This design comes from an exercise in tuning for a short achievable clock period and few clock cycles per item on the open sky130 flow, not from production work.
Only simulation tests tie the RTL to the original design; equivalence was not proved.
Power figures rest on the tool's default switching activity, not on a simulated workload.

==> design.v <==
package cpu_pkg;
    localparam logic [6:0] OPC_LOAD   = 7'b0000011;
    localparam logic [6:0] OPC_STORE  = 7'b0100011;
    localparam logic [6:0] OPC_OP_IMM = 7'b0010011;
    localparam logic [6:0] OPC_OP     = 7'b0110011;
    localparam logic [6:0] OPC_BRANCH = 7'b1100011;
    localparam logic [6:0] OPC_LUI    = 7'b0110111;
    localparam logic [6:0] OPC_AUIPC  = 7'b0010111;
    localparam logic [6:0] OPC_JAL    = 7'b1101111;
    localparam logic [6:0] OPC_JALR   = 7'b1100111;
endpackage
`timescale 1ns/1ps
import cpu_pkg::*;
module instr_decoder (
    input  logic [31:0]          instr,
    output logic                 is_load,
    output logic                 is_store,
    output logic                 is_branch,
    output logic                 is_jal,
    output logic                 is_jalr,
    output logic                 writes_rd,    
    output logic                 uses_rs1,
    output logic                 uses_rs2,
    output logic                 a_rs1,        
    output logic                 a_pc,
    output logic                 a_pc4,
    output logic                 b_rs2,        
    output logic                 sub,
    output logic                 sel_add,
    output logic                 sel_sll,
    output logic                 sel_shr,
    output logic                 sra,
    output logic                 sel_slt,
    output logic                 sel_sltu,
    output logic                 sel_xor,
    output logic                 sel_or,
    output logic                 sel_and,
    output logic [5:0]           cond,         
    output logic [32-1:0] imm,          
    output logic [32-1:0] imm_jb        
);
    logic [6:0] opc;
    logic [2:0] f3;
    logic [6:0] f7;
    logic       ok_f7;
    logic       is_op;
    logic       is_opimm;
    logic       is_lui;
    logic       is_auipc;
    logic       arith;
    logic [32-1:0] imm_i;
    logic [32-1:0] imm_s;
    logic [32-1:0] imm_u;
    logic [32-1:0] imm_b;
    logic [32-1:0] imm_j;
    assign opc = instr[6:0];
    assign f3  = instr[14:12];
    assign f7  = instr[31:25];
    assign ok_f7 = (f7 == 7'b0000000) ||
                   (f7 == 7'b0100000 && (f3 == 3'b000 || f3 == 3'b101));
    assign is_op     = (opc == OPC_OP) && ok_f7;
    assign is_opimm  = (opc == OPC_OP_IMM) && (f3[1:0] != 2'b01 || ok_f7);
    assign is_lui    = (opc == OPC_LUI);
    assign is_auipc  = (opc == OPC_AUIPC);
    assign is_jal    = (opc == OPC_JAL);
    assign is_jalr   = (opc == OPC_JALR) && (f3 == 3'b000);
    assign is_load   = (opc == OPC_LOAD) && (f3 == 3'b010);
    assign is_store  = (opc == OPC_STORE) && (f3 == 3'b010);
    assign is_branch = (opc == OPC_BRANCH) && (f3[2:1] != 2'b01);
    assign writes_rd = is_op | is_opimm | is_lui | is_auipc | is_jal | is_jalr | is_load;
    assign uses_rs1  = is_op | is_opimm | is_load | is_store | is_branch | is_jalr;
    assign uses_rs2  = is_op | is_store | is_branch;
    assign a_rs1 = is_op | is_opimm | is_load | is_store | is_branch;
    assign a_pc  = is_auipc;
    assign a_pc4 = is_jal | is_jalr;
    assign b_rs2 = is_op | is_branch;
    assign arith    = is_op | is_opimm;
    assign sub      = is_op && f3 == 3'b000 && f7[5];
    assign sel_add  = !arith || f3 == 3'b000;
    assign sel_sll  = arith && f3 == 3'b001;
    assign sel_slt  = arith && f3 == 3'b010;
    assign sel_sltu = arith && f3 == 3'b011;
    assign sel_xor  = arith && f3 == 3'b100;
    assign sel_shr  = arith && f3 == 3'b101;
    assign sra      = f7[5];
    assign sel_or   = arith && f3 == 3'b110;
    assign sel_and  = arith && f3 == 3'b111;
    assign cond = {f3 == 3'b111, f3 == 3'b110, f3 == 3'b101,
                   f3 == 3'b100, f3 == 3'b001, f3 == 3'b000};
    assign imm_i = {{20{instr[31]}}, instr[31:20]};
    assign imm_s = {{20{instr[31]}}, instr[31:25], instr[11:7]};
    assign imm_u = {instr[31:12], 12'b0};
    assign imm_b = {{20{instr[31]}}, instr[7], instr[30:25], instr[11:8], 1'b0};
    assign imm_j = {{12{instr[31]}}, instr[19:12], instr[20], instr[30:21], 1'b0};
    assign imm    = (is_lui | is_auipc) ? imm_u : (is_store ? imm_s : imm_i);
    assign imm_jb = instr[2] ? imm_j : imm_b;   
endmodule
`timescale 1ns/1ps
module register_file (
    input  logic                       clk,
    input  logic                       reset,
    input  logic [5-1:0] raddr1,
    input  logic [5-1:0] raddr2,
    output logic [32-1:0]       rdata1,
    output logic [32-1:0]       rdata2,
    input  logic                       we,
    input  logic [5-1:0] waddr,
    input  logic [32-1:0]       wdata
);
    logic [32-1:0] regs [32];
    always_ff @(posedge clk) begin
        if (reset) begin
            for (int i = 0; i < 32; i++) begin
                regs[i] <= '0;
            end
        end else if (we && waddr != '0) begin   
            regs[waddr] <= wdata;
        end
    end
    assign rdata1 = (raddr1 == '0) ? '0 : regs[raddr1];
    assign rdata2 = (raddr2 == '0) ? '0 : regs[raddr2];
endmodule
`timescale 1ns/1ps
module alu (
    input  logic [32-1:0] a,
    input  logic [32-1:0] b,       
    input  logic [32-1:0] b_add,   
    input  logic                 cin,     
    input  logic                 sel_add,
    input  logic                 sel_sll,
    input  logic                 sel_shr,
    input  logic                 sra,
    input  logic                 sel_slt,
    input  logic                 sel_sltu,
    input  logic                 sel_xor,
    input  logic                 sel_or,
    input  logic                 sel_and,
    output logic [32-1:0] sum,
    output logic [32-1:0] result,
    output logic                 eq,
    output logic                 lt_s,
    output logic                 lt_u
);
    logic [4:0]           shamt;
    logic [32-1:0] sll_r;
    logic [32-1:0] shr_r;
    logic [32:0]   shr_w;
    assign shamt = b[4:0];
    assign sum   = a + b_add + {{(32-1){1'b0}}, cin};
    assign sll_r = a << shamt;
    assign shr_w = $signed({sra & a[32-1], a}) >>> shamt;
    assign shr_r = shr_w[32-1:0];
    assign eq    = (a == b);
    assign lt_s  = $signed(a) < $signed(b);
    assign lt_u  = a < b;
    assign result = ({32{sel_add}}  & sum)
                  | ({32{sel_sll}}  & sll_r)
                  | ({32{sel_shr}}  & shr_r)
                  | ({32{sel_xor}}  & (a ^ b))
                  | ({32{sel_or}}   & (a | b))
                  | ({32{sel_and}}  & (a & b))
                  | {{(32-1){1'b0}}, (sel_slt & lt_s) | (sel_sltu & lt_u)};
endmodule
`timescale 1ns/1ps
module cpu_control (
    input  logic [5:0] cond,   
    input  logic       eq,
    input  logic       lt_s,
    input  logic       lt_u,
    output logic       taken
);
    assign taken = (cond[0] &  eq)   | (cond[1] & !eq)
                 | (cond[2] &  lt_s) | (cond[3] & !lt_s)
                 | (cond[4] &  lt_u) | (cond[5] & !lt_u);
endmodule
`timescale 1ns/1ps
import cpu_pkg::*;
module cpu (
    input  logic                 clk,
    input  logic                 reset,
    output logic [32-1:0] iaddr,
    input  logic [32-1:0] idata,
    output logic [32-1:0] daddr,
    input  logic [32-1:0] drdata,
    output logic [32-1:0] dwdata,
    output logic [3:0]           dwe
);
    logic [32-1:0] pc_f;
    logic [32-1:0] pc_f4;
    logic                 id_valid;
    logic [31:0]          id_instr;
    logic [32-1:0] id_pc;
    logic [32-1:0] id_pc4;
    logic                 ex_valid;
    logic                 ex_we;
    logic [4:0]           ex_rd;
    logic                 ex_load;
    logic                 ex_store;
    logic                 ex_branch;
    logic                 ex_jalr;
    logic                 ex_pred;
    logic [5:0]           ex_cond;
    logic [32-1:0] ex_a;
    logic [32-1:0] ex_b;
    logic [32-1:0] ex_b_add;
    logic [32-1:0] ex_c;
    logic [32-1:0] ex_imm;
    logic [32-1:0] ex_alt_pc;
    logic                 ex_sub;
    logic                 ex_sel_add;
    logic                 ex_sel_sll;
    logic                 ex_sel_shr;
    logic                 ex_sra;
    logic                 ex_sel_slt;
    logic                 ex_sel_sltu;
    logic                 ex_sel_xor;
    logic                 ex_sel_or;
    logic                 ex_sel_and;
    logic                 mem_we;
    logic [4:0]           mem_rd;
    logic                 mem_load;
    logic [32-1:0] mem_res;
    logic                 wb_we;
    logic [4:0]           wb_rd;
    logic [32-1:0] wb_val;
    assign iaddr = pc_f;
    assign pc_f4 = pc_f + 4;
    logic       d_load, d_store, d_branch, d_jal, d_jalr, d_writes;
    logic       d_uses1, d_uses2, d_a_rs1, d_a_pc, d_a_pc4, d_b_rs2;
    logic       d_sub, d_sel_add, d_sel_sll, d_sel_shr, d_sra, d_sel_slt;
    logic       d_sel_sltu, d_sel_xor, d_sel_or, d_sel_and;
    logic [5:0] d_cond;
    logic [32-1:0] d_imm;
    logic [32-1:0] d_imm_jb;
    logic [4:0] rs1;
    logic [4:0] rs2;
    logic [4:0] rd;
    instr_decoder u_decoder (
        .instr     (id_instr),
        .is_load   (d_load),
        .is_store  (d_store),
        .is_branch (d_branch),
        .is_jal    (d_jal),
        .is_jalr   (d_jalr),
        .writes_rd (d_writes),
        .uses_rs1  (d_uses1),
        .uses_rs2  (d_uses2),
        .a_rs1     (d_a_rs1),
        .a_pc      (d_a_pc),
        .a_pc4     (d_a_pc4),
        .b_rs2     (d_b_rs2),
        .sub       (d_sub),
        .sel_add   (d_sel_add),
        .sel_sll   (d_sel_sll),
        .sel_shr   (d_sel_shr),
        .sra       (d_sra),
        .sel_slt   (d_sel_slt),
        .sel_sltu  (d_sel_sltu),
        .sel_xor   (d_sel_xor),
        .sel_or    (d_sel_or),
        .sel_and   (d_sel_and),
        .cond      (d_cond),
        .imm       (d_imm),
        .imm_jb    (d_imm_jb)
    );
    assign rs1 = id_instr[19:15];
    assign rs2 = id_instr[24:20];
    assign rd  = id_instr[11:7];
    logic [32-1:0] rf_rdata1;
    logic [32-1:0] rf_rdata2;
    register_file u_regfile (
        .clk    (clk),
        .reset  (reset),
        .raddr1 (rs1),
        .raddr2 (rs2),
        .rdata1 (rf_rdata1),
        .rdata2 (rf_rdata2),
        .we     (wb_we),
        .waddr  (wb_rd),
        .wdata  (wb_val)
    );
    logic [32-1:0] ex_sum;
    logic [32-1:0] ex_res;
    logic                 ex_eq, ex_lt_s, ex_lt_u, ex_taken;
    logic [32-1:0] mem_val;
    logic                 hit1_ex, hit1_mem, hit1_wb;
    logic                 hit2_ex, hit2_mem, hit2_wb;
    logic [32-1:0] early1, early2;
    logic [32-1:0] fwd1, fwd2;
    assign mem_val = mem_load ? drdata : mem_res;
    assign hit1_ex  = ex_we  && ex_rd  == rs1;
    assign hit1_mem = mem_we && mem_rd == rs1;
    assign hit1_wb  = wb_we  && wb_rd  == rs1;
    assign hit2_ex  = ex_we  && ex_rd  == rs2;
    assign hit2_mem = mem_we && mem_rd == rs2;
    assign hit2_wb  = wb_we  && wb_rd  == rs2;
    assign early1 = hit1_mem ? mem_val : (hit1_wb ? wb_val : rf_rdata1);
    assign early2 = hit2_mem ? mem_val : (hit2_wb ? wb_val : rf_rdata2);
    assign fwd1   = hit1_ex ? ex_res : early1;
    assign fwd2   = hit2_ex ? ex_res : early2;
    logic stall;
    assign stall = id_valid && ex_load &&
                   ((d_uses1 && hit1_ex) || (d_uses2 && hit2_ex));
    logic                 d_pred;
    logic [32-1:0] d_target;
    logic                 id_redirect;
    assign d_pred      = d_jal || (d_branch && d_imm_jb[32-1]);
    assign d_target    = id_pc + d_imm_jb;
    assign id_redirect = id_valid && d_pred && !stall;
    logic [32-1:0] a_other;
    logic [32-1:0] b_imm;
    logic [32-1:0] op_a;
    logic [32-1:0] op_b;
    assign a_other = d_a_pc ? id_pc : (d_a_pc4 ? id_pc4 : '0);
    assign b_imm   = d_a_pc4 ? '0 : d_imm;
    assign op_a    = d_a_rs1 ? fwd1 : a_other;
    assign op_b    = d_b_rs2 ? fwd2 : b_imm;
    alu u_alu (
        .a        (ex_a),
        .b        (ex_b),
        .b_add    (ex_b_add),
        .cin      (ex_sub),
        .sel_add  (ex_sel_add),
        .sel_sll  (ex_sel_sll),
        .sel_shr  (ex_sel_shr),
        .sra      (ex_sra),
        .sel_slt  (ex_sel_slt),
        .sel_sltu (ex_sel_sltu),
        .sel_xor  (ex_sel_xor),
        .sel_or   (ex_sel_or),
        .sel_and  (ex_sel_and),
        .sum      (ex_sum),
        .result   (ex_res),
        .eq       (ex_eq),
        .lt_s     (ex_lt_s),
        .lt_u     (ex_lt_u)
    );
    cpu_control u_branch (
        .cond  (ex_cond),
        .eq    (ex_eq),
        .lt_s  (ex_lt_s),
        .lt_u  (ex_lt_u),
        .taken (ex_taken)
    );
    logic                 ex_redirect;
    logic [32-1:0] jalr_target;
    logic [32-1:0] ex_target;
    assign jalr_target = ex_c + ex_imm;
    assign ex_redirect = ex_valid && (ex_jalr || (ex_branch && (ex_taken != ex_pred)));
    assign ex_target   = ex_jalr ? {jalr_target[32-1:1], 1'b0} : ex_alt_pc;
    always_ff @(posedge clk) begin
        if (reset) begin
            pc_f     <= 32'h0000_0000;
            id_valid <= 1'b0;
            ex_valid <= 1'b0;
            ex_we    <= 1'b0;
            ex_load  <= 1'b0;
            mem_we   <= 1'b0;
            mem_load <= 1'b0;
            wb_we    <= 1'b0;
        end else begin
            if (ex_redirect) begin
                pc_f     <= ex_target;
                id_valid <= 1'b0;
            end else if (id_redirect) begin
                pc_f     <= d_target;
                id_valid <= 1'b0;
            end else if (!stall) begin
                pc_f     <= pc_f4;
                id_valid <= 1'b1;
            end
            if (ex_redirect || stall || !id_valid) begin
                ex_valid <= 1'b0;
                ex_we    <= 1'b0;
                ex_load  <= 1'b0;
            end else begin
                ex_valid <= 1'b1;
                ex_we    <= d_writes && rd != 5'd0;
                ex_load  <= d_load;
            end
            mem_we   <= ex_we;
            mem_load <= ex_load;
            wb_we    <= mem_we;
        end
    end
    always_ff @(posedge clk) begin
        if (!stall) begin
            id_instr <= idata;
            id_pc    <= pc_f;
            id_pc4   <= pc_f4;
        end
    end
    always_ff @(posedge clk) begin
        ex_rd       <= rd;
        ex_store    <= d_store;
        ex_branch   <= d_branch;
        ex_jalr     <= d_jalr;
        ex_pred     <= d_pred;
        ex_cond     <= d_cond;
        ex_a        <= op_a;
        ex_b        <= op_b;
        ex_b_add    <= d_sub ? ~op_b : op_b;
        ex_c        <= d_store ? fwd2 : fwd1;
        ex_imm      <= d_imm;
        ex_alt_pc   <= d_pred ? id_pc4 : d_target;
        ex_sub      <= d_sub;
        ex_sel_add  <= d_sel_add;
        ex_sel_sll  <= d_sel_sll;
        ex_sel_shr  <= d_sel_shr;
        ex_sra      <= d_sra;
        ex_sel_slt  <= d_sel_slt;
        ex_sel_sltu <= d_sel_sltu;
        ex_sel_xor  <= d_sel_xor;
        ex_sel_or   <= d_sel_or;
        ex_sel_and  <= d_sel_and;
    end
    always_ff @(posedge clk) begin
        mem_rd  <= ex_rd;
        mem_res <= ex_res;
        wb_rd   <= mem_rd;
        wb_val  <= mem_val;
    end
    always_ff @(posedge clk) begin
        if (reset) begin
            daddr <= '0;
            dwe   <= '0;
        end else begin
            dwe <= {4{ex_valid && ex_store}};
            if (ex_valid && (ex_load || ex_store)) begin
                daddr <= ex_sum;
            end
        end
    end
    always_ff @(posedge clk) begin
        if (ex_valid && ex_store) begin
            dwdata <= ex_c;
        end
    end
endmodule
==> run.sh <==
#!/bin/bash
# synth_recipe.tcl (not shown) runs the flow's synth.tcl, then flattens the netlist and writes it again
# the make line also repeats each setting of config.mk as NAME=value (left out here)
make -C /OpenROAD-flow-scripts/flow DESIGN_CONFIG=/design/flow/config.mk WORK_HOME=/design/flow/orfs CLKGATE_MAP_FILE= SYNTH_SCRIPT=/design/flow/synth_recipe.tcl finish
==> config.mk <==
export PLATFORM = sky130hd
export DESIGN_NAME = cpu
export DESIGN_NICKNAME = cpu
export VERILOG_FILES = /design/flow/design.v
export SDC_FILE = /design/flow/constraint.sdc
export NUM_CORES = 4
export LEC_CHECK = 0
export ABC_CLOCK_PERIOD_IN_PS = 3000
export CAP_MARGIN = 20
export CORE_MARGIN = 2
export CORE_UTILIZATION = 40
export SETUP_SLACK_MARGIN = 5
export SLEW_MARGIN = 20
==> constraint.sdc <==
create_clock -name core_clock -period 9.5 [get_ports {clk}]
set_input_delay 1.9000 -clock core_clock [delete_from_list [all_inputs] [get_ports {clk}]]
set_output_delay 1.9000 -clock core_clock [all_outputs]
set_load 0.01 [all_outputs]
==> results of run 1 <==
[cells by family after synthesis]
group | share of synthesized area, %
DFF | 49.84
muxes | 21.61
xor gates and xnor gates | 1.434
adders and majority gates | 2.886
and+or+nand+nor | 12.51
AOI/OAI and AO/OA | 8.119
buffers and inverters | 3.602
other | 0.004450
[routing by layer]
| metal | wire [um] | vias to the layer above | GRT usage (%) |
|---|---|---|---|
| li1 | - | 24580 | - |
| met1 | 118700 | 29750 | 36.18 |
| met2 | 146600 | 3252 | 45.31 |
| met3 | 26840 | 707 | 5.583 |
| met4 | 25070 | 6 | 19.08 |
| met5 | 34 | - | 0 |
[per-stage QoR]
step / util [%] / setup slack, ps / instance area, um^2 / total power, W / hold slack, ps
2_1_floorplan: - / 4208 / 84390 / 0.008796 / 373.0
3_3_place_gp: 42.51 / 4406 / 89080 / 0.009643 / 377.6
3_5_place_dp: 42.61 / 4340 / 89310 / 0.009668 / 387.6
4_1_cts: 45.43 / 4972 / 95210 / 0.01653 / 391.6
5_1_grt: 45.59 / 4908 / 95530 / 0.01691 / 399.6
6_report: 45.59 / 5027 / 95550 / 0.01652 / 391.5
[final timing paths]
check,slack (ps),cells past startpoint,startpoint,to
worst min register to register,390,0,mem_rd[2],wb_rd[2]
worst max register to register,5030,12,ex_a[0],ex_b_add[15]
worst max-delay path,5030,12,ex_a[0],ex_b_add[15]
worst min-delay path,390,0,mem_rd[2],wb_rd[2]
[power by group]
group	switching, W	leakage [nW]	internal [W]
Combinational	0.00116	17.1	0.000745
Sequential	0.000316	15.4	0.00737
Clock	0.00292	2.80	0.00401
[repair_timing]
item                                    4_1_cts  5_1_grt
gates cloned                                  0        2
gates resized for setup                      24       34
pin swaps                                     0        3
endpoints found under the setup margin       81       71
setup buffers                                 1        7
[placed cells by master (no fill, tap or decap), types with 63 or more instances in the layout]
cell             netlist  final
edfxtp_1            1150   1150
and2_1              1010   1009
mux4_2               708    708
nand2_1              346    345
dfxtp_1              373    327
a21oi_1              290    288
nor2_1               282    250
o21ai_0              228    195
ha_1                 188    187
clkbuf_16              0    178
inv_1                172    172
clkdlybuf4s50_1        0    164
buf_4                 17    135
mux2i_1              107    106
mux2_2               106    106
a221oi_1              94     89
xnor2_1               75     75
a21o_1                68     68
xor2_1                63     63
[area by class of cell]
| class | count | area (um^2) |
|---|---|---|
| clock buffer | 224 | 4678 |
| timing repair buffer | 332 | 3341 |
| antenna | 6 | 15.01 |
| inverter | 176 | 664.4 |
| clock inverter | 91 | 1090 |
| multi-input combinational | 4267 | 40170 |
| fill | 18460 | 114000 |
| sequential | 1523 | 42080 |
| tap | 2805 | 3510 |
[worst reg2reg max path: stages, from the launching register on]
cell      delay [ps]
dfxtp_1          410
fa_1             520
a211oi_1         350
o21ai_0          270
a221oi_2         460
buf_4            260
o211ai_1         100
a21oi_1          180
xnor2_1          300
a221oi_2         630
o22a_1           340
o22ai_1          130
mux2_2           380
==> results.json, run 1 <==
{
  "status": "finished clean",
  "maxClockFrequency_mhz": 223.6,
  "fp.dieArea_mm2": 0.2144,
  "layout-area-overhead-vs-synth_pct": 13.38,
  "synth_sequential_area_ratio_pct": 49.84,
  "cts_tree": "yes",
  "gr-total-overflow": 0,
  "endpoint_class_of_the_critical_path": "register",
  "finalCriticalPeriod_ps": 4473,
  "initial_util_pct": 40.21,
  "synth.ff_latch_count": 1523,
  "route.final.wire_length_um": 317200,
  "htree_num_levels": 4,
  "netlist_top_cells_area": "edfxtp_1, mux4_2, dfxtp_1, and2_1, ha_1",
  "max_root_sink_buffers": 3,
  "synth_enable_flop_cells": 1150,
  "layout-drive-gt1-share_pct": 21.58,
  "clkSinkCount": 1523,
  "worst-slew-pin-transition_ps": 1266,
  "route.detailed.vias_per_inst": 6.185,
  "max_stage_delay_ps": 630,
  "timing.final.max_slew_violations": 0,
  "slew-limit-headroom_pct": 15.61,
  "setup-tns-final_ps": 0,
  "finalCritPeriodShare_pct": 47.08,
  "finish.cell_count_without_fillers": 9424,
  "biggest_fanout_along_the_worst_timing_path": 7,
  "yosys_warnings": 2,
  "cell_variety_after_synth": 89,
  "grt_first_pass_wirelength_um": 438900,
  "syn_area_mm2": 0.08427,
  "synth_largest_type_area_fraction_pct": 40.98,
  "avgRoutedWirePerCell_um": 33.66,
  "fp.coreArea_mm2": 0.2096,
  "cts.hold.buffers_added": 0,
  "max_flop_register": "u_regfile.regs",
  "grt_setup_unrepaired": "true",
  "port_buffers": 165,
  "worst_clock_skew_ps": 59.91,
  "post_synth_inst_count": 6514,
  "total_drc_errors_in_the_routed_layout": 0,
  "final_hold_viols": 0,
  "fp.dieH_um": 463.0,
  "worstPathCellList": "fa_1 > a211oi_1 > o21ai_0 > a221oi_2 > buf_4 > o211ai_1 > a21oi_1 > xnor2_1 > a221oi_2 > o22a_1 > o22ai_1 > mux2_2",
  "final_net_count": 6728,
  "total_leakage_power_nw": 35.28,
  "synth_top_cell_by_area": "edfxtp_1",
  "place.gp.congestion": 1.013,
  "num_io_pins": 166,
  "max_ir_drop_vdd_mv": 0.1677,
  "final_antenna_net_count": 0,
  "die_w_um": 463.0,
  "crit_buf_inv": 1,
  "num_vias": 58290,
  "setup_viol": 0,
  "synth_most_common_cell": "edfxtp_1",
  "maxCapViolations": 0,
  "critical_path_data_arrival_time_ps": 5190,
  "row_count": 168,
  "number_of_cts_inserted_buffers": 170,
  "startpoint_type_of_the_worst_setup_path": "register",
  "type_of_the_most_critical_hold_path": "reg2reg",
  "largest_register_ffs": 1024,
  "number_of_drc_violations_after_detailed_routing_iteration_0": 7777,
  "grtUsageTotal_pct": 28.79,
  "clk_pin_slew_worst_paths_ps": 70,
  "drtPass1Iterations": 6,
  "first_global_vias": 56230,
  "maximum_number_of_pins_on_one_net_before_global_route_repair": 104,
  "crit_path_most_repeated_cell": "a221oi_2",
  "crit_family": "compound AO/OA/AOI/OAI gates",
  "cp_data_required_time_ps": 10220,
  "flip_flop_cell_with_the_highest_count_after_synthesis": "edfxtp_1",
  "dp_cells": 9090,
  "cts_root_buf": "clkbuf_16",
  "cp_slowest_cell": "a221oi_2",
  "mean_post_synth_cell_area_um2": 12.94,
  "worstSkewPairLatency_ps": 880,
  "detailed_place_hpwl_um": 219000,
  "yosys-top-cells-count": "edfxtp_1, and2_1, mux4_2",
  "critPathKind": "reg2reg",
  "ys_async_sr_fraction_pct": 0,
  "powerDensity_mw_per_mm2": 172.9,
  "antenna_violations_before_repair": 18
}
Testbench counts, summed over its fixed seeds: cycles 89,859, instret 70,809.
==> inputs of run 2 (changes only) <==
--- a/design.v
+++ b/design.v
@@ -192,4 +192,8 @@
     logic [32-1:0] id_pc;
     logic [32-1:0] id_pc4;
+    logic                 id_hit;
+    logic [1:0]           id_ctr;
+    logic                 id_pred;
+    logic [32-1:0] id_ptgt;
     logic                 ex_valid;
     logic                 ex_we;
@@ -199,5 +203,12 @@
     logic                 ex_branch;
     logic                 ex_jalr;
-    logic                 ex_pred;
+    logic                 ex_jal;
+    logic                 ex_pred;      
+    logic [32-1:0] ex_ptgt;
+    logic                 ex_hit;
+    logic [1:0]           ex_ctr;
+    logic [32-1:0] ex_pc;
+    logic [32-1:0] ex_pc4;
+    logic [32-1:0] ex_btgt;      
     logic [5:0]           ex_cond;
     logic [32-1:0] ex_a;
@@ -206,5 +217,4 @@
     logic [32-1:0] ex_c;
     logic [32-1:0] ex_imm;
-    logic [32-1:0] ex_alt_pc;
     logic                 ex_sub;
     logic                 ex_sel_add;
@@ -226,4 +236,21 @@
     assign iaddr = pc_f;
     assign pc_f4 = pc_f + 4;
+    localparam int BTB_IDX = 4;
+    localparam int BTB_TAG = 6;
+    localparam int BTB_N   = 1 << BTB_IDX;
+    logic [BTB_N-1:0]     btb_v;
+    logic [BTB_TAG-1:0]   btb_tag [BTB_N];
+    logic [32-1:0] btb_tgt [BTB_N];
+    logic [1:0]           btb_ctr [BTB_N];
+    logic [BTB_IDX-1:0]   f_idx;
+    logic                 f_hit;
+    logic                 f_pred;
+    logic [32-1:0] f_tgt;
+    logic [1:0]           f_ctr;
+    assign f_idx  = pc_f[BTB_IDX+1:2];
+    assign f_hit  = btb_v[f_idx] && btb_tag[f_idx] == pc_f[BTB_IDX+BTB_TAG+1:BTB_IDX+2];
+    assign f_ctr  = btb_ctr[f_idx];
+    assign f_tgt  = btb_tgt[f_idx];
+    assign f_pred = f_hit && f_ctr[1];
     logic       d_load, d_store, d_branch, d_jal, d_jalr, d_writes;
     logic       d_uses1, d_uses2, d_a_rs1, d_a_pc, d_a_pc4, d_b_rs2;
@@ -289,10 +316,27 @@
     logic [32-1:0] fwd1, fwd2;
     assign mem_val = mem_load ? drdata : mem_res;
-    assign hit1_ex  = ex_we  && ex_rd  == rs1;
-    assign hit1_mem = mem_we && mem_rd == rs1;
-    assign hit1_wb  = wb_we  && wb_rd  == rs1;
-    assign hit2_ex  = ex_we  && ex_rd  == rs2;
-    assign hit2_mem = mem_we && mem_rd == rs2;
-    assign hit2_wb  = wb_we  && wb_rd  == rs2;
+    logic [4:0] n_rs1;
+    logic [4:0] n_rs2;
+    logic       n_ex_we;
+    assign n_rs1   = stall ? rs1 : idata[19:15];
+    assign n_rs2   = stall ? rs2 : idata[24:20];
+    assign n_ex_we = !stall && id_valid && d_writes && rd != 5'd0;
+    always_ff @(posedge clk) begin
+        if (reset) begin
+            hit1_ex  <= 1'b0;
+            hit1_mem <= 1'b0;
+            hit1_wb  <= 1'b0;
+            hit2_ex  <= 1'b0;
+            hit2_mem <= 1'b0;
+            hit2_wb  <= 1'b0;
+        end else begin
+            hit1_ex  <= n_ex_we && rd == n_rs1;
+            hit1_mem <= ex_we   && ex_rd == n_rs1;
+            hit1_wb  <= mem_we  && mem_rd == n_rs1;
+            hit2_ex  <= n_ex_we && rd == n_rs2;
+            hit2_mem <= ex_we   && ex_rd == n_rs2;
+            hit2_wb  <= mem_we  && mem_rd == n_rs2;
+        end
+    end
     assign early1 = hit1_mem ? mem_val : (hit1_wb ? wb_val : rf_rdata1);
     assign early2 = hit2_mem ? mem_val : (hit2_wb ? wb_val : rf_rdata2);
@@ -307,5 +351,5 @@
     assign d_pred      = d_jal || (d_branch && d_imm_jb[32-1]);
     assign d_target    = id_pc + d_imm_jb;
-    assign id_redirect = id_valid && d_pred && !stall;
+    assign id_redirect = id_valid && d_pred && !id_pred && !stall;
     logic [32-1:0] a_other;
     logic [32-1:0] b_imm;
@@ -346,7 +390,78 @@
     logic [32-1:0] jalr_target;
     logic [32-1:0] ex_target;
+    logic                 ex_act;        
+    logic                 btgt_ok;       
+    logic                 jtgt_ok;       
+    logic [32-1:0] jc;            
+    logic [32-1:0] jx;
     assign jalr_target = ex_c + ex_imm;
-    assign ex_redirect = ex_valid && (ex_jalr || (ex_branch && (ex_taken != ex_pred)));
-    assign ex_target   = ex_jalr ? {jalr_target[32-1:1], 1'b0} : ex_alt_pc;
+    assign btgt_ok     = (ex_ptgt == ex_btgt);
+    assign jc[0] = 1'b0;
+    assign jc[1] = ex_c[0] & ex_imm[0];
+    for (genvar i = 2; i < 32; i++) begin : g_jc
+        assign jc[i] = (ex_c[i-1] & ex_imm[i-1]) | ((ex_c[i-1] ^ ex_imm[i-1]) & !ex_ptgt[i-1]);
+    end
+    assign jx      = ex_c ^ ex_imm ^ jc ^ ex_ptgt;
+    assign jtgt_ok = (jx[32-1:1] == '0) && !ex_ptgt[0];
+    assign ex_act = ex_jal || ex_jalr || (ex_branch && ex_taken);
+    logic                 red_t, red_n;
+    logic [32-1:0] tgt_t, tgt_n;
+    logic [32-1:0] jalr_pc;
+    logic [32-1:0] f_next;        
+    logic                 id_valid_next;
+    logic [32-1:0] nxt_t, nxt_n;
+    assign jalr_pc = {jalr_target[32-1:1], 1'b0};
+    assign red_t = ex_valid && (ex_jalr ? !(ex_pred && jtgt_ok) :
+                                (ex_jal || ex_branch) ? !(ex_pred && btgt_ok) : ex_pred);
+    assign red_n = ex_valid && (ex_jalr ? !(ex_pred && jtgt_ok) :
+                                ex_jal ? !(ex_pred && btgt_ok) : ex_pred);
+    assign tgt_t = ex_jalr ? jalr_pc : ((ex_jal || ex_branch) ? ex_btgt : ex_pc4);
+    assign tgt_n = ex_jalr ? jalr_pc : (ex_jal ? ex_btgt : ex_pc4);
+    assign f_next        = id_redirect ? d_target : (stall ? pc_f : (f_pred ? f_tgt : pc_f4));
+    assign id_valid_next = !id_redirect && (stall ? id_valid : 1'b1);
+    assign nxt_t         = red_t ? tgt_t : f_next;
+    assign nxt_n         = red_n ? tgt_n : f_next;
+    assign ex_redirect = ex_taken ? red_t : red_n;
+    assign ex_target   = ex_taken ? tgt_t : tgt_n;
+    logic                 u_en;
+    logic                 u_ctrl;
+    logic                 u_act;
+    logic                 u_hit;
+    logic [1:0]           u_ctr;
+    logic [BTB_IDX-1:0]   u_idx;
+    logic [BTB_TAG-1:0]   u_tag;
+    logic [32-1:0] u_tgt;
+    always_ff @(posedge clk) begin
+        if (reset) begin
+            u_en <= 1'b0;
+        end else begin
+            u_en <= ex_valid && (ex_jal || ex_jalr || ex_branch || ex_hit);
+        end
+        u_ctrl <= ex_jal || ex_jalr || ex_branch;
+        u_act  <= ex_act;
+        u_hit  <= ex_hit;
+        u_ctr  <= ex_ctr;
+        u_idx  <= ex_pc[BTB_IDX+1:2];
+        u_tag  <= ex_pc[BTB_IDX+BTB_TAG+1:BTB_IDX+2];
+        u_tgt  <= ex_jalr ? jalr_pc : ex_btgt;
+    end
+    always_ff @(posedge clk) begin
+        if (reset) begin
+            btb_v <= '0;
+        end else if (u_en) begin
+            if (u_ctrl) begin
+                if (u_act) begin
+                    btb_v[u_idx]   <= 1'b1;
+                    btb_tag[u_idx] <= u_tag;
+                    btb_tgt[u_idx] <= u_tgt;
+                    btb_ctr[u_idx] <= !u_hit ? 2'b10 : (u_ctr == 2'b11 ? 2'b11 : u_ctr + 2'b01);
+                end else if (u_hit) begin
+                    btb_ctr[u_idx] <= (u_ctr == 2'b00) ? 2'b00 : u_ctr - 2'b01;
+                end
+            end else begin
+                btb_v[u_idx] <= 1'b0;   
+            end
+        end
+    end
     always_ff @(posedge clk) begin
         if (reset) begin
@@ -360,14 +475,6 @@
             wb_we    <= 1'b0;
         end else begin
-            if (ex_redirect) begin
-                pc_f     <= ex_target;
-                id_valid <= 1'b0;
-            end else if (id_redirect) begin
-                pc_f     <= d_target;
-                id_valid <= 1'b0;
-            end else if (!stall) begin
-                pc_f     <= pc_f4;
-                id_valid <= 1'b1;
-            end
+            pc_f     <= ex_taken ? nxt_t : nxt_n;
+            id_valid <= !ex_redirect && id_valid_next;
             if (ex_redirect || stall || !id_valid) begin
                 ex_valid <= 1'b0;
@@ -389,4 +496,8 @@
             id_pc    <= pc_f;
             id_pc4   <= pc_f4;
+            id_hit   <= f_hit;
+            id_ctr   <= f_ctr;
+            id_pred  <= f_pred;
+            id_ptgt  <= f_tgt;
         end
     end
@@ -396,5 +507,12 @@
         ex_branch   <= d_branch;
         ex_jalr     <= d_jalr;
-        ex_pred     <= d_pred;
+        ex_jal      <= d_jal;
+        ex_pred     <= id_pred || d_pred;
+        ex_ptgt     <= id_pred ? id_ptgt : d_target;
+        ex_hit      <= id_hit;
+        ex_ctr      <= id_ctr;
+        ex_pc       <= id_pc;
+        ex_pc4      <= id_pc4;
+        ex_btgt     <= d_target;
         ex_cond     <= d_cond;
         ex_a        <= op_a;
@@ -403,5 +521,4 @@
         ex_c        <= d_store ? fwd2 : fwd1;
         ex_imm      <= d_imm;
-        ex_alt_pc   <= d_pred ? id_pc4 : d_target;
         ex_sub      <= d_sub;
         ex_sel_add  <= d_sel_add;
==> run 2 against run 1 <==
  * Cell count grew 31%
  * Clock power rose by 47%
  * Hold slack got worse by 64 ps
  * Count of clock-buffer cells in the layout grew 140
  * Wire length rose by 32%
  * Via count increased by 31%
  * Critical endpoint is now ex_a[1]
  * Die area rose by 37%
  * Combinational power up 61%
  * Clock skew grew 36 ps
  * Maximum frequency is 2.4% lower
  * Core utilization up 0.059 points
  * Cell area rose by 38%
==> results.json, run 2 <==
{
  "status": "finished clean",
  "synth_top_cell_by_area": "edfxtp_1",
  "die_w_um": 542.8,
  "synthAdderAreaFrac_pct": 2.138,
  "internal_power_w": 0.01861,
  "netlist_top_cells_area": "edfxtp_1, mux4_2, dfxtp_1, and2_1, ha_1",
  "route.detailed.vias_per_inst": 6.202,
  "seqPwrFrac_pct": 47.7,
  "post_synth_inst_count": 8277,
  "pwr-share-clk_pct": 40.1,
  "num_vias": 76320,
  "final_critical_path_setup_slack_ps": 4915,
  "maxCapViolations": 0,
  "biggestRegsByFlops": "u_regfile.regs: 1024 flops, btb_tgt: 512 flops, btb_tag: 96 flops",
  "port_buffers": 165,
  "layout-drive-gt1-share_pct": 21.86,
  "synth_top_family_by_area": "multiplexers",
  "initial_util_pct": 40.26,
  "timing.final.max_slew_violations": 0,
  "total_drc_errors_in_the_routed_layout": 0,
  "cts.hold.buffers_added": 0,
  "yosys_warnings": 2,
  "final_common_cell": "edfxtp_1",
  "number_of_drc_violations_after_detailed_routing_iteration_0": 10760,
  "synth.ff_latch_count": 2346,
  "logic_pwr_share_pct": 12.1,
  "synth_enable_flop_cells": 1826,
  "gr-total-overflow": 0,
  "first_global_vias": 75320,
  "final_cell_mix": "edfxtp_1, and2_1, mux4_2",
  "antenna_violations_before_repair": 36,
  "fp.dieArea_mm2": 0.2946,
  "worst-slew-pin-transition_ps": 1363,
  "yosys-top-cells-count": "edfxtp_1, and2_1, mux4_2",
  "grt_setup_unrepaired": "true",
  "final_net_count": 8568,
  "num_io_pins": 166,
  "synth_most_common_cell": "edfxtp_1",
  "type_of_the_most_critical_hold_path": "reg2reg",
  "multi_input_comb_area_mm2": 0.04822,
  "finish.cell_count_without_fillers": 12310,
  "clkSinkCount": 2346,
  "slew-limit-headroom_pct": 9.136,
  "worstSkewPairLatency_ps": 910,
  "grtUsageTotal_pct": 27.98,
  "switching_power_w": 0.006784,
  "number_of_cts_inserted_buffers": 265,
  "synth_largest_type_area_fraction_pct": 47.23,
  "biggest_fanout_along_the_worst_timing_path": 99,
  "flip_flop_cell_with_the_highest_count_after_synthesis": "edfxtp_1",
  "finalHoldWorstSlack_ps": 327.7,
  "cts_root_buf": "clkbuf_16",
  "htree_num_levels": 5,
  "finish.utilization_pct": 45.65,
  "cts_tree": "yes",
  "fp.dieH_um": 542.8,
  "dp_cells": 11790,
  "endpoint_class_of_the_critical_path": "register",
  "startpoint_type_of_the_worst_setup_path": "register",
  "post_synth_mux_area_share_pct": 19.73,
  "row_count": 197,
  "final_antenna_net_count": 0,
  "layout-area-overhead-vs-synth_pct": 13.40,
  "critPathKind": "reg2reg",
  "max_root_sink_buffers": 4,
  "fp.coreArea_mm2": 0.2884,
  "max_ir_drop_vdd_mv": 0.1495,
  "avgRoutedWirePerCell_um": 34.04,
  "finalCritPeriodShare_pct": 48.26,
  "finalCriticalPeriod_ps": 4585,
  "route.final.wire_length_um": 418900,
  "setup-tns-final_ps": 0,
  "total_leakage_power_nw": 47.15,
  "clk_pin_slew_worst_paths_ps": 60,
  "ys_async_sr_fraction_pct": 0,
  "place.gp.congestion": 1.018,
  "switching_share_of_power_pct": 26.71,
  "synth_sequential_area_ratio_pct": 56.20,
  "largest_register_ffs": 1024,
  "cell_variety_after_synth": 101,
  "worst_clock_skew_ps": 96.11,
  "cp_data_required_time_ps": 10170,
  "synth_area_in_xor_xnor_pct": 1.871,
  "critical_path_data_arrival_time_ps": 5260,
  "place_ws_ps": 3859,
  "maximum_number_of_pins_on_one_net_before_global_route_repair": 100,
  "setup_viol": 0,
  "register_area_mm2": 0.06534,
  "mean_post_synth_cell_area_um2": 14.03,
  "synthSimpleGateAreaFrac_pct": 10.25,
  "maxClockFrequency_mhz": 218.1,
  "drtPass1Iterations": 9,
  "syn_area_mm2": 0.1161,
  "max_flop_register": "u_regfile.regs",
  "powerDensity_mw_per_mm2": 192.9,
  "grt_first_pass_wirelength_um": 583900,
  "final_hold_viols": 0,
  "synth_compound_gate_area_share_pct": 6.650,
  "nFillCells": 25320,
  "detailed_place_hpwl_um": 275900
}
run 2: cell count changes after synthesis, moves of 54 or more:
cell / before / now
mux4_2: 708 / 890
clkbuf_1: 436 / 493
nor2_1: 282 / 430
a21oi_1: 290 / 344
dfxtp_1: 373 / 520
xnor2_1: 75 / 145
inv_1: 172 / 249
edfxtp_1: 1150 / 1826
run 2: power groups by stage:
stage,clock [W],sequential [W],combinational (W)
6_report,0.0102,0.0121,0.00308
5_1_grt,0.0107,0.0122,0.00318
4_1_cts,0.0103,0.0121,0.00301
3_5_place_dp,0,0.0123,0.00295
3_3_place_gp,0,0.0123,0.00294
2_1_floorplan,0,0.0120,0.00193
run 2: worst max-delay path: stages, from the launching register on:
cell      delay (ps)
dfxtp_4          350
buf_12           360
buf_4            800
mux4_2           420
mux4_2           580
mux2_2           350
a221oi_1         290
a211oi_1          90
a21oi_1          450
o21ai_0          250
run 2: what timing repair did:
action	in CTS	in global routing
setup buffers	17	3
resized for setup	63	36
endpoints found under the setup margin	121	67
gates cloned	3	1
pin swaps	5	2
run 2: through the flow:
stage	instance area, um^2	total power [W]
floorplan	116200	0.01390
global placement	122200	0.01524
detailed placement	122300	0.01528
CTS	131400	0.02544
global route	131600	0.02605
finish	131700	0.02540
run 2: final cells by class:
cell class,instances,area share [%]
sequential,2346,49.63
clock buffer,364,5.758
clock inverter,112,0.7384
tap,3781,3.593
inverter,253,0.7299
timing repair buffer,396,2.898
multi-input combinational,5044,36.63
antenna,11,0.02091
run 2: routing by layer:
layer | global-route usage [%] | wire length, um | vias up
met5 | 0 | 59 | -
met4 | 14.02 | 24470 | 10
met3 | 5.085 | 38210 | 910
met2 | 43.45 | 191500 | 4285
met1 | 37.72 | 164700 | 39590
li1 | - | - | 31530
run 2: cell families after synthesis:
group	count (synthesis)
compound gates	1178
xor+xnor	248
fa+ha+maj	196
buf+inv	919
flops	2346
mux	1160
other cells	1
simple gates	2229
run 2: path summary, 6_finish.rpt:
check / startpoint / to / slack, ps / cells past startpoint
worst min-delay path: ex_pc[8] / u_tag[2] / 330 / 0
worst min register to register: ex_pc[8] / u_tag[2] / 330 / 0
worst max register to register: register / ex_a[1] / 4920 / 9
worst max-delay path: register / ex_a[1] / 4920 / 9
Testbench counts of run 2, summed over its fixed seeds: cycles 78,381, instret 70,809.
==> inputs of run 3 (changes only) <==
--- a/design.v
+++ b/design.v
@@ -124,8 +124,7 @@
 module alu (
     input  logic [32-1:0] a,
-    input  logic [32-1:0] b,       
-    input  logic [32-1:0] b_add,   
-    input  logic                 cin,     
+    input  logic [32-1:0] b,
     input  logic                 sel_add,
+    input  logic                 sel_sub,
     input  logic                 sel_sll,
     input  logic                 sel_shr,
@@ -147,5 +146,7 @@
     logic [32:0]   shr_w;
     assign shamt = b[4:0];
-    assign sum   = a + b_add + {{(32-1){1'b0}}, cin};
+    logic [32-1:0] diff;
+    assign sum   = a + b;
+    assign diff  = a - b;
     assign sll_r = a << shamt;
     assign shr_w = $signed({sra & a[32-1], a}) >>> shamt;
@@ -155,4 +156,5 @@
     assign lt_u  = a < b;
     assign result = ({32{sel_add}}  & sum)
+                  | ({32{sel_sub}}  & diff)
                   | ({32{sel_sll}}  & sll_r)
                   | ({32{sel_shr}}  & shr_r)
@@ -214,5 +216,4 @@
     logic [32-1:0] ex_a;
     logic [32-1:0] ex_b;
-    logic [32-1:0] ex_b_add;
     logic [32-1:0] ex_c;
     logic [32-1:0] ex_imm;
@@ -241,5 +242,5 @@
     logic [BTB_N-1:0]     btb_v;
     logic [BTB_TAG-1:0]   btb_tag [BTB_N];
-    logic [32-1:0] btb_tgt [BTB_N];
+    logic [11:1]          btb_tgt [BTB_N];
     logic [1:0]           btb_ctr [BTB_N];
     logic [BTB_IDX-1:0]   f_idx;
@@ -251,5 +252,5 @@
     assign f_hit  = btb_v[f_idx] && btb_tag[f_idx] == pc_f[BTB_IDX+BTB_TAG+1:BTB_IDX+2];
     assign f_ctr  = btb_ctr[f_idx];
-    assign f_tgt  = btb_tgt[f_idx];
+    assign f_tgt  = {pc_f[32-1:12], btb_tgt[f_idx], 1'b0};
     assign f_pred = f_hit && f_ctr[1];
     logic       d_load, d_store, d_branch, d_jal, d_jalr, d_writes;
@@ -314,5 +315,4 @@
     logic                 hit2_ex, hit2_mem, hit2_wb;
     logic [32-1:0] early1, early2;
-    logic [32-1:0] fwd1, fwd2;
     assign mem_val = mem_load ? drdata : mem_res;
     logic [4:0] n_rs1;
@@ -341,6 +341,4 @@
     assign early1 = hit1_mem ? mem_val : (hit1_wb ? wb_val : rf_rdata1);
     assign early2 = hit2_mem ? mem_val : (hit2_wb ? wb_val : rf_rdata2);
-    assign fwd1   = hit1_ex ? ex_res : early1;
-    assign fwd2   = hit2_ex ? ex_res : early2;
     logic stall;
     assign stall = id_valid && ex_load &&
@@ -358,12 +356,11 @@
     assign a_other = d_a_pc ? id_pc : (d_a_pc4 ? id_pc4 : '0);
     assign b_imm   = d_a_pc4 ? '0 : d_imm;
-    assign op_a    = d_a_rs1 ? fwd1 : a_other;
-    assign op_b    = d_b_rs2 ? fwd2 : b_imm;
+    assign op_a    = (d_a_rs1 && hit1_ex) ? ex_res : (d_a_rs1 ? early1 : a_other);
+    assign op_b    = (d_b_rs2 && hit2_ex) ? ex_res : (d_b_rs2 ? early2 : b_imm);
     alu u_alu (
         .a        (ex_a),
         .b        (ex_b),
-        .b_add    (ex_b_add),
-        .cin      (ex_sub),
         .sel_add  (ex_sel_add),
+        .sel_sub  (ex_sub),
         .sel_sll  (ex_sel_sll),
         .sel_shr  (ex_sel_shr),
@@ -431,5 +428,5 @@
     logic [BTB_IDX-1:0]   u_idx;
     logic [BTB_TAG-1:0]   u_tag;
-    logic [32-1:0] u_tgt;
+    logic [11:1]          u_tgt;
     always_ff @(posedge clk) begin
         if (reset) begin
@@ -444,5 +441,5 @@
         u_idx  <= ex_pc[BTB_IDX+1:2];
         u_tag  <= ex_pc[BTB_IDX+BTB_TAG+1:BTB_IDX+2];
-        u_tgt  <= ex_jalr ? jalr_pc : ex_btgt;
+        u_tgt  <= ex_jalr ? jalr_pc[11:1] : ex_btgt[11:1];
     end
     always_ff @(posedge clk) begin
@@ -518,9 +515,8 @@
         ex_a        <= op_a;
         ex_b        <= op_b;
-        ex_b_add    <= d_sub ? ~op_b : op_b;
-        ex_c        <= d_store ? fwd2 : fwd1;
+        ex_c        <= (d_store ? hit2_ex : hit1_ex) ? ex_res : (d_store ? early2 : early1);
         ex_imm      <= d_imm;
         ex_sub      <= d_sub;
-        ex_sel_add  <= d_sel_add;
+        ex_sel_add  <= d_sel_add && !d_sub;
         ex_sel_sll  <= d_sel_sll;
         ex_sel_shr  <= d_sel_shr;
==> flow/run.sh (new file) <==
#!/bin/bash
set -euo pipefail
bash standard.sh SETUP_SLACK_MARGIN=6.2 finish > standard.log 2>&1
==> standard.sh (new file) <==
#!/bin/bash
# synth_recipe.tcl (not shown) runs the flow's synth.tcl, then flattens the netlist and writes it again
# the make line also repeats each setting of config.mk as NAME=value (left out here)
make -C /OpenROAD-flow-scripts/flow DESIGN_CONFIG=/design/flow/config.mk WORK_HOME=/design/flow/orfs CLKGATE_MAP_FILE= SYNTH_SCRIPT=/design/flow/synth_recipe.tcl "${@:-finish}"
removed: run.sh
==> run 3 against run 2 <==
  * Hold slack is essentially flat
  * Register-to-register slack improved by 760 ps
  * Critical path type unchanged
  * Critical endpoint is now pc_f[13]
  * Cell area shrank 2.3%
  * First-iteration DRC count is 7.2% higher
  * Clock power down 16%
  * Clock skew fell by 12 ps
  * Sequential power shrank 19%
  * Sequential cell count fell by 410
  * Combinational power up 3%
  * Maximum frequency rose by 20%
  * Setup slack gained 760 ps
  * Power shrank 15%
==> results.json, run 3 <==
{
  "gr-total-overflow": 0,
  "final_net_count": 8676,
  "worstPathCellList": "ha_1 > xnor2_1 > xnor2_1 > nand4_1 > or4_4 > o31ai_4 > a211o_4 > nor2_4 > buf_6 > buf_12 > buf_16 > a221oi_1 > o311a_1",
  "register_area_mm2": 0.05379,
  "finalHoldWorstSlack_ps": 327.2,
  "row_count": 185,
  "rr_endpoint": "pc_f[13]",
  "maxCapViolations": 0,
  "largest_register_ffs": 1024,
  "place.gp.congestion": 1.001,
  "number_of_cts_inserted_buffers": 208,
  "worst_setup_path_startpoint": "ex_c[12]",
  "yosys-top-cells-count": "edfxtp_1, and2_1, mux4_2",
  "clk_pin_slew_worst_paths_ps": 60,
  "max_stage_delay_ps": 600,
  "first_global_vias": 74210,
  "synth.ff_latch_count": 1936,
  "synth_area_in_xor_xnor_pct": 2.175,
  "switching_power_w": 0.005963,
  "finalCriticalPeriod_ps": 3820,
  "maxClockFrequency_mhz": 261.8,
  "cp_slowest_cell": "dfxtp_1",
  "setup_viol": 0,
  "synth_compound_gate_area_share_pct": 8.057,
  "powerDensity_mw_per_mm2": 167.1,
  "synth_sequential_area_ratio_pct": 52.27,
  "rrSetupSlack_ps": 5680,
  "final_common_cell": "edfxtp_1",
  "fp.coreArea_mm2": 0.2542,
  "critPathKind": "reg2reg",
  "setup-tns-final_ps": 0,
  "hold_depth": 0,
  "cell_variety_after_synth": 108,
  "place_ws_ps": 4204,
  "synth_enable_flop_cells": 1469,
  "detailed_place_hpwl_um": 264500,
  "mean_post_synth_cell_area_um2": 13.03,
  "logic_pwr_share_pct": 14.8,
  "post_synth_inst_count": 7848,
  "layout-area-overhead-vs-synth_pct": 25.74,
  "finish.utilization_pct": 50.60,
  "final_antenna_net_count": 0,
  "final_critical_path_setup_slack_ps": 5680,
  "clkSinkCount": 1936,
  "max_root_sink_buffers": 3,
  "grt_first_pass_wirelength_um": 589400,
  "drtPass1Iterations": 7,
  "slew-limit-headroom_pct": 9.325,
  "timing.final.max_slew_violations": 0,
  "nFillCells": 21410,
  "cp_data_required_time_ps": 10370,
  "grt_setup_unrepaired": "true",
  "maximum_number_of_pins_on_one_net_before_global_route_repair": 64,
  "total_drc_errors_in_the_routed_layout": 0,
  "route.final.wire_length_um": 432600,
  "status": "finished clean",
  "switching_share_of_power_pct": 27.74,
  "worstSkewPairLatency_ps": 930,
  "flip_flop_cell_with_the_highest_count_after_synthesis": "edfxtp_1",
  "synth_largest_type_area_fraction_pct": 43.13,
  "finish.cell_count_without_fillers": 12010,
  "cts_tree": "yes",
  "yosys_warnings": 2,
  "worst_clock_skew_ps": 84.32,
  "biggestRegsByFlops": "u_regfile.regs: 1024 flops, btb_tgt: 176 flops, btb_tag: 96 flops",
  "final_cell_mix": "edfxtp_1, and2_1, mux4_2",
  "route.detailed.vias_per_inst": 6.398,
  "htree_num_levels": 4,
  "synth_top_cell_by_area": "edfxtp_1",
  "synth_top_family_by_area": "multiplexers",
  "reg2regPathDepth": 13,
  "port_buffers": 165,
  "rr_startpoint": "ex_c[12]",
  "seqPwrFrac_pct": 45.5,
  "avgRoutedWirePerCell_um": 36.03,
  "netlist_top_cells_area": "edfxtp_1, mux4_2, dfxtp_1, and2_1, ha_1",
  "max_flop_register": "u_regfile.regs",
  "total_leakage_power_nw": 47.27,
  "pwr-share-clk_pct": 39.7,
  "crit_buf_inv": 3,
  "dp_cells": 10920,
  "number_of_drc_violations_after_detailed_routing_iteration_0": 11530,
  "worst_hold_startpoint": "ex_pc[9]",
  "layout-drive-gt1-share_pct": 35.16,
  "die_w_um": 509.7,
  "cts_root_buf": "clkbuf_16",
  "num_vias": 76830,
  "fp.dieArea_mm2": 0.2598,
  "initial_util_pct": 40.25,
  "endpoint_class_of_the_critical_path": "register",
  "critical_path_data_arrival_time_ps": 4690,
  "startpoint_type_of_the_worst_setup_path": "register",
  "post_synth_mux_area_share_pct": 19.82,
  "type_of_the_most_critical_hold_path": "reg2reg",
  "antenna_violations_before_repair": 46,
  "synthSimpleGateAreaFrac_pct": 11.92,
  "ys_async_sr_fraction_pct": 0,
  "crit_path_most_repeated_cell": "xnor2_1",
  "internal_power_w": 0.01553,
  "cts.hold.buffers_added": 0,
  "worst-slew-pin-transition_ps": 1360,
  "syn_area_mm2": 0.1023,
  "fp.dieH_um": 509.7,
  "synth_most_common_cell": "edfxtp_1",
  "crit_family": "compound AO/OA/AOI/OAI gates",
  "timing.hold.worst_endpoint": "u_tag[3]",
  "num_io_pins": 166,
  "biggest_fanout_along_the_worst_timing_path": 7,
  "max_ir_drop_vdd_mv": 0.1682,
  "final_hold_viols": 0,
  "synthAdderAreaFrac_pct": 2.060,
  "multi_input_comb_area_mm2": 0.05062,
  "grtUsageTotal_pct": 32.51,
  "finalCritPeriodShare_pct": 40.21
}
==> run 3: cells by family (layout without fill, tap and decap cells) <==
group / after synthesis / in the layout
other cells: 1 / 48
mux: 1040 / 1040
flops: 1936 / 1936
xor+xnor: 254 / 254
fa+ha+maj: 166 / 166
simple gates: 2270 / 2278
buf+inv: 945 / 1685
compound gates: 1236 / 1236
==> run 3: power groups by stage <==
| stage | sequential (W) | clock, W | combinational [W] |
|---|---|---|---|
| 6_report | 0.00979 | 0.00853 | 0.00317 |
| 5_1_grt | 0.00981 | 0.00889 | 0.00324 |
| 4_1_cts | 0.00976 | 0.00858 | 0.00289 |
| 3_5_place_dp | 0.00999 | 0 | 0.00238 |
| 3_3_place_gp | 0.00997 | 0 | 0.00237 |
| 2_1_floorplan | 0.00970 | 0 | 0.00159 |
==> run 3: worst max-delay path by stage <==
stage / cells after the start / slack, ps / to
2_1_floorplan: 18 / 5810 / pc_f[26]
5_1_grt: 16 / 5670 / pc_f[22]
3_3_place_gp: 11 / 3800 / pc_f[31]
6_report: 13 / 5680 / pc_f[13]
3_5_place_dp: 12 / 4200 / pc_f[4]
4_1_cts: 14 / 5720 / pc_f[9]
==> run 3: what timing repair did <==
action	4_1_cts	5_1_grt
hold endpoints to repair	0	0
gates cloned	71	12
gates resized for setup	1521	427
pin swaps	256	232
endpoints found under the setup margin	1546	731
buffers inserted	407	190
==> run 3: metrics by stage <==
| step | area [um^2] | total power (W) |
|---|---|---|
| after CTS | 124700 | 0.02123 |
| after global placement | 107900 | 0.01234 |
| after detailed placement | 108000 | 0.01236 |
| after floorplan | 103300 | 0.01129 |
| after global routing | 128600 | 0.02194 |
| final | 128600 | 0.02150 |
==> run 3: cell type report <==
class / instances / area share, %
Antenna cell: 16 / 0.03113
Clock buffer: 265 / 4.436
Clock inverter: 128 / 1.167
Inverter: 273 / 0.9115
Multi-Input combinational cell: 5006 / 39.36
Sequential cell: 1936 / 41.83
Tap cell: 3366 / 3.275
Timing Repair Buffer: 1012 / 8.927
Timing Repair inverter: 7 / 0.07102
==> run 3: layer usage <==
metal / up-vias / track usage, % / part of all wire [%]
met5: - / 0 / 0.036
met4: 20 / 20.77 / 7.7
met3: 1272 / 8.728 / 12
met2: 5574 / 48.59 / 44
met1: 39110 / 41.84 / 36
li1: 30850 / - / -
Testbench counts of run 3, summed over its fixed seeds: cycles 78,381, instret 70,809.
==> inputs of run 4 (changes only) <==
--- a/design.v
+++ b/design.v
@@ -208,4 +208,6 @@
     logic                 ex_pred;      
     logic [32-1:0] ex_ptgt;
+    logic [32-1:0] ex_k;         
+    logic [32-1:0] ex_k1;        
     logic                 ex_hit;
     logic [1:0]           ex_ctr;
@@ -390,15 +392,7 @@
     logic                 btgt_ok;       
     logic                 jtgt_ok;       
-    logic [32-1:0] jc;            
-    logic [32-1:0] jx;
     assign jalr_target = ex_c + ex_imm;
-    assign btgt_ok     = (ex_ptgt == ex_btgt);
-    assign jc[0] = 1'b0;
-    assign jc[1] = ex_c[0] & ex_imm[0];
-    for (genvar i = 2; i < 32; i++) begin : g_jc
-        assign jc[i] = (ex_c[i-1] & ex_imm[i-1]) | ((ex_c[i-1] ^ ex_imm[i-1]) & !ex_ptgt[i-1]);
-    end
-    assign jx      = ex_c ^ ex_imm ^ jc ^ ex_ptgt;
-    assign jtgt_ok = (jx[32-1:1] == '0) && !ex_ptgt[0];
+    assign btgt_ok = (ex_ptgt == ex_btgt);
+    assign jtgt_ok = (ex_c == ex_k) || (ex_c == ex_k1);
     assign ex_act = ex_jal || ex_jalr || (ex_branch && ex_taken);
     logic                 red_t, red_n;
@@ -507,4 +501,6 @@
         ex_pred     <= id_pred || d_pred;
         ex_ptgt     <= id_pred ? id_ptgt : d_target;
+        ex_k        <= {id_ptgt[32-1:1], 1'b0} - d_imm;
+        ex_k1       <= {id_ptgt[32-1:1], 1'b1} - d_imm;
         ex_hit      <= id_hit;
         ex_ctr      <= id_ctr;
==> run 4 against run 3 <==
  * Still clean
  * Maximum frequency rose by 1.1%
  * Global-route usage fell by 0.47 points
  * Sequential cell count rose by 63
  * Combinational power rose by 8.2%
  * Non-clock buffer count rose by 32
  * Clock skew rose by 28 ps
  * Sequential power barely moved
  * Core utilization rose by 0.11 points
  * First-iteration DRC count rose by 5.0%
  * Synthesized cell count rose by 5.1%
  * Clock power barely moved
  * Critical path type unchanged
  * Largest power group unchanged
  * Highest routed layer unchanged
==> results.json, run 4 <==
{
  "fp.dieH_um": 516.8,
  "final_antenna_net_count": 0,
  "antenna_violations_before_repair": 32,
  "max_ir_drop_vdd_mv": 0.1655,
  "route.final.wire_length_um": 441000,
  "final_hold_viols": 0,
  "layout-area-overhead-vs-synth_pct": 26.34,
  "critPathKind": "reg2reg",
  "setup-tns-final_ps": 0,
  "finish.utilization_pct": 50.71,
  "clk_pin_slew_worst_paths_ps": 70,
  "flip_flop_cell_with_the_highest_count_after_synthesis": "edfxtp_1",
  "num_vias": 79470,
  "ys_async_sr_fraction_pct": 0,
  "row_count": 188,
  "num_io_pins": 166,
  "grt_setup_unrepaired": "true",
  "maxClockFrequency_mhz": 264.8,
  "worst-slew-pin-transition_ps": 1476,
  "finalCriticalPeriod_ps": 3777,
  "grtUsageTotal_pct": 32.04,
  "avgRoutedWirePerCell_um": 34.97,
  "worstSkewPairLatency_ps": 920,
  "yosys_warnings": 2,
  "endpoint_class_of_the_critical_path": "register",
  "cts_tree": "yes",
  "cp_data_required_time_ps": 10240,
  "maximum_number_of_pins_on_one_net_before_global_route_repair": 71,
  "mean_post_synth_cell_area_um2": 12.75,
  "syn_area_mm2": 0.1052,
  "total_drc_errors_in_the_routed_layout": 0,
  "netlist_top_cells_area": "edfxtp_1, mux4_2, dfxtp_1, and2_1, ha_1",
  "largest_register_ffs": 1024,
  "post_synth_inst_count": 8248,
  "status": "finished clean",
  "port_buffers": 165,
  "first_global_vias": 75900,
  "finish.cell_count_without_fillers": 12610,
  "synth_largest_type_area_fraction_pct": 41.94,
  "number_of_cts_inserted_buffers": 213,
  "gr-total-overflow": 0,
  "cell_variety_after_synth": 107,
  "drtPass1Iterations": 11,
  "fp.coreArea_mm2": 0.2620,
  "final_common_cell": "edfxtp_1",
  "htree_num_levels": 4,
  "synth_enable_flop_cells": 1469,
  "slew-limit-headroom_pct": 1.589,
  "number_of_drc_violations_after_detailed_routing_iteration_0": 12110,
  "grt_first_pass_wirelength_um": 598900,
  "biggestRegsByFlops": "u_regfile.regs: 1024 flops, btb_tgt: 176 flops, btb_tag: 96 flops",
  "detailed_place_hpwl_um": 263500,
  "setup_viol": 0,
  "finalCritPeriodShare_pct": 39.76,
  "route.detailed.vias_per_inst": 6.301,
  "critical_path_data_arrival_time_ps": 4520,
  "final_net_count": 9164,
  "max_flop_register": "u_regfile.regs",
  "initial_util_pct": 40.14,
  "synth_sequential_area_ratio_pct": 52.02,
  "total_leakage_power_nw": 49.30,
  "synth_top_cell_by_area": "edfxtp_1",
  "timing.final.max_slew_violations": 0,
  "cts.hold.buffers_added": 0,
  "die_w_um": 516.8,
  "worst_clock_skew_ps": 112.6,
  "cts_root_buf": "clkbuf_16",
  "powerDensity_mw_per_mm2": 165.8,
  "biggest_fanout_along_the_worst_timing_path": 5,
  "yosys-top-cells-count": "edfxtp_1, and2_1, mux4_2",
  "max_root_sink_buffers": 3,
  "synth_most_common_cell": "edfxtp_1",
  "dp_cells": 11450,
  "synth.ff_latch_count": 1999,
  "clkSinkCount": 1999,
  "fp.dieArea_mm2": 0.2671,
  "type_of_the_most_critical_hold_path": "reg2reg",
  "layout-drive-gt1-share_pct": 34.58,
  "final_cell_mix": "edfxtp_1, and2_1, mux4_2",
  "startpoint_type_of_the_worst_setup_path": "register",
  "place.gp.congestion": 1.033,
  "maxCapViolations": 0
}
-- run 4: changes by cell type in the layout (fill, tap and decap cells not counted), moves of 25 or more --
cell | before | now
a21oi_1 | 240 | 285
buf_12 | 83 | 152
buf_6 | 210 | 173
dfxtp_1 | 339 | 394
ha_4 | 38 | 65
mux2i_1 | 131 | 166
mux4_2 | 779 | 744
nand3_1 | 65 | 93
nor2_1 | 287 | 330
nor3_1 | 83 | 58
o21ai_0 | 154 | 188
o21ai_1 | 48 | 74
or2_4 | 10 | 60
xor2_1 | 97 | 153
-- run 4: final timing paths --
check,from,endpoint,slack (ps),cells past startpoint
hold / removal,ex_ctr[0],u_ctr[0],330,0
setup reg to reg,ex_b[1],ex_b[16],5720,15
hold reg to reg,ex_ctr[0],u_ctr[0],330,0
setup / recovery,ex_b[1],ex_b[16],5720,15
-- run 4: logic make-up after synthesis --
| kind of cell | synth area share [%] |
|---|---|
| buffers and inverters | 3.662 |
| adders and majority gates | 2.422 |
| DFF | 52.02 |
| AOI/OAI and AO/OA | 8.184 |
| other | 0.003565 |
| muxes | 18.94 |
| xor gates and xnor gates | 2.756 |
| and+or+nand+nor | 12.01 |
-- run 4: what timing repair did --
action                                  in CTS  in global routing
gates cloned                                94                 10
setup buffers                              447                197
endpoints found under the setup margin    1574                817
hold endpoints to repair                     0                  0
resized for setup                         1543                456
pin swaps                                  231                236
-- run 4: where the power goes --
group | total [W] | leakage, nW | switching (W) | internal [W]
registers | 0.0101 | 19.4 | 0.000415 | 0.00970
logic | 0.00343 | 26.5 | 0.00197 | 0.00146
clock network | 0.00850 | 3.44 | 0.00374 | 0.00475
total | 0.0220 | 49.3 | 0.00613 | 0.0159
-- run 4: stage by stage --
stage	total power [W]	area (um^2)	hold WS (ps)	worst slack (ps)
6_report	0.02204	132900	328.2	5723
5_1_grt	0.02251	132900	339.5	5682
4_1_cts	0.02171	128800	327.8	5785
3_5_place_dp	0.01278	110900	313.9	4249
3_3_place_gp	0.01275	110800	312.7	4373
2_1_floorplan	0.01167	106200	309.6	5986
-- run 4: routing by layer --
metal | global-route usage (%) | part of all wire, % | routed length (um)
met4 | 20.73 | 8.1 | 35720
met5 | 0 | 0.018 | 80
met3 | 8.368 | 12 | 52100
met1 | 40.82 | 36 | 159300
met2 | 48.36 | 44 | 193800
-- run 4: cell type report --
cell class,count,area [um^2]
antenna,13,32.53
clock inverter,119,1216
inverter,287,1151
tap,3515,4398
fill,21970,129100
multi-input combinational,5349,52690
clock buffer,281,5842
sequential,1999,55060
timing repair buffer,1044,12460
timing repair inverter,4,42.54
-- run 4: critical path, stage by stage, from the launching register on --
cell and delay [ps]:
dfxtp_4 360, buf_12 130, clkinvlp_4 160, buf_4 180
fa_2 350, nor2b_2 140, o21ai_2 80, a21boi_2 240
o211ai_1 260, o31ai_2 410, nand3_1 190, o311ai_2 270
xor2_1 130, a221o_2 470, mux2i_1 170, o21ai_0 110
Testbench counts of run 4, summed over its fixed seeds: cycles 78,381, instret 70,809.

[re-timing with driven ports]
The results above use ideal ports. As a check the final layouts listed here were re-extracted and re-timed, cells and wires unchanged.
Step 1, drivers: a clkbuf_16 drives clk and a buf_2 each remaining input, both assumed.
Step 2 moves the port delays by t, midway between the first and last clock arrival at a register: inputs arrive t later, outputs are due t later. That takes back most of the time a late clock gives input paths.
a / b / c = no drivers / after step 1 / after step 2; a / b = the first two.
run | shift t [ns] | setup WS [ns] | pins driven straight from the clock port
run 1 | 0.929 | 5.027 / 5.027 / 4.379 | 1
run 2 | 0.963 | 4.915 / 4.915 / 4.308 | 1
run 3 | 0.996 | 5.680 / 5.680 / 4.886 | 1
run 4 | 0.976 | 5.723 / 5.723 / 5.151 | 1
After both steps every run listed still meets setup and hold. For run 3, which loses most, drivers alone change the setup slack by 0.000 ns; drivers and shift together by -0.794 ns.
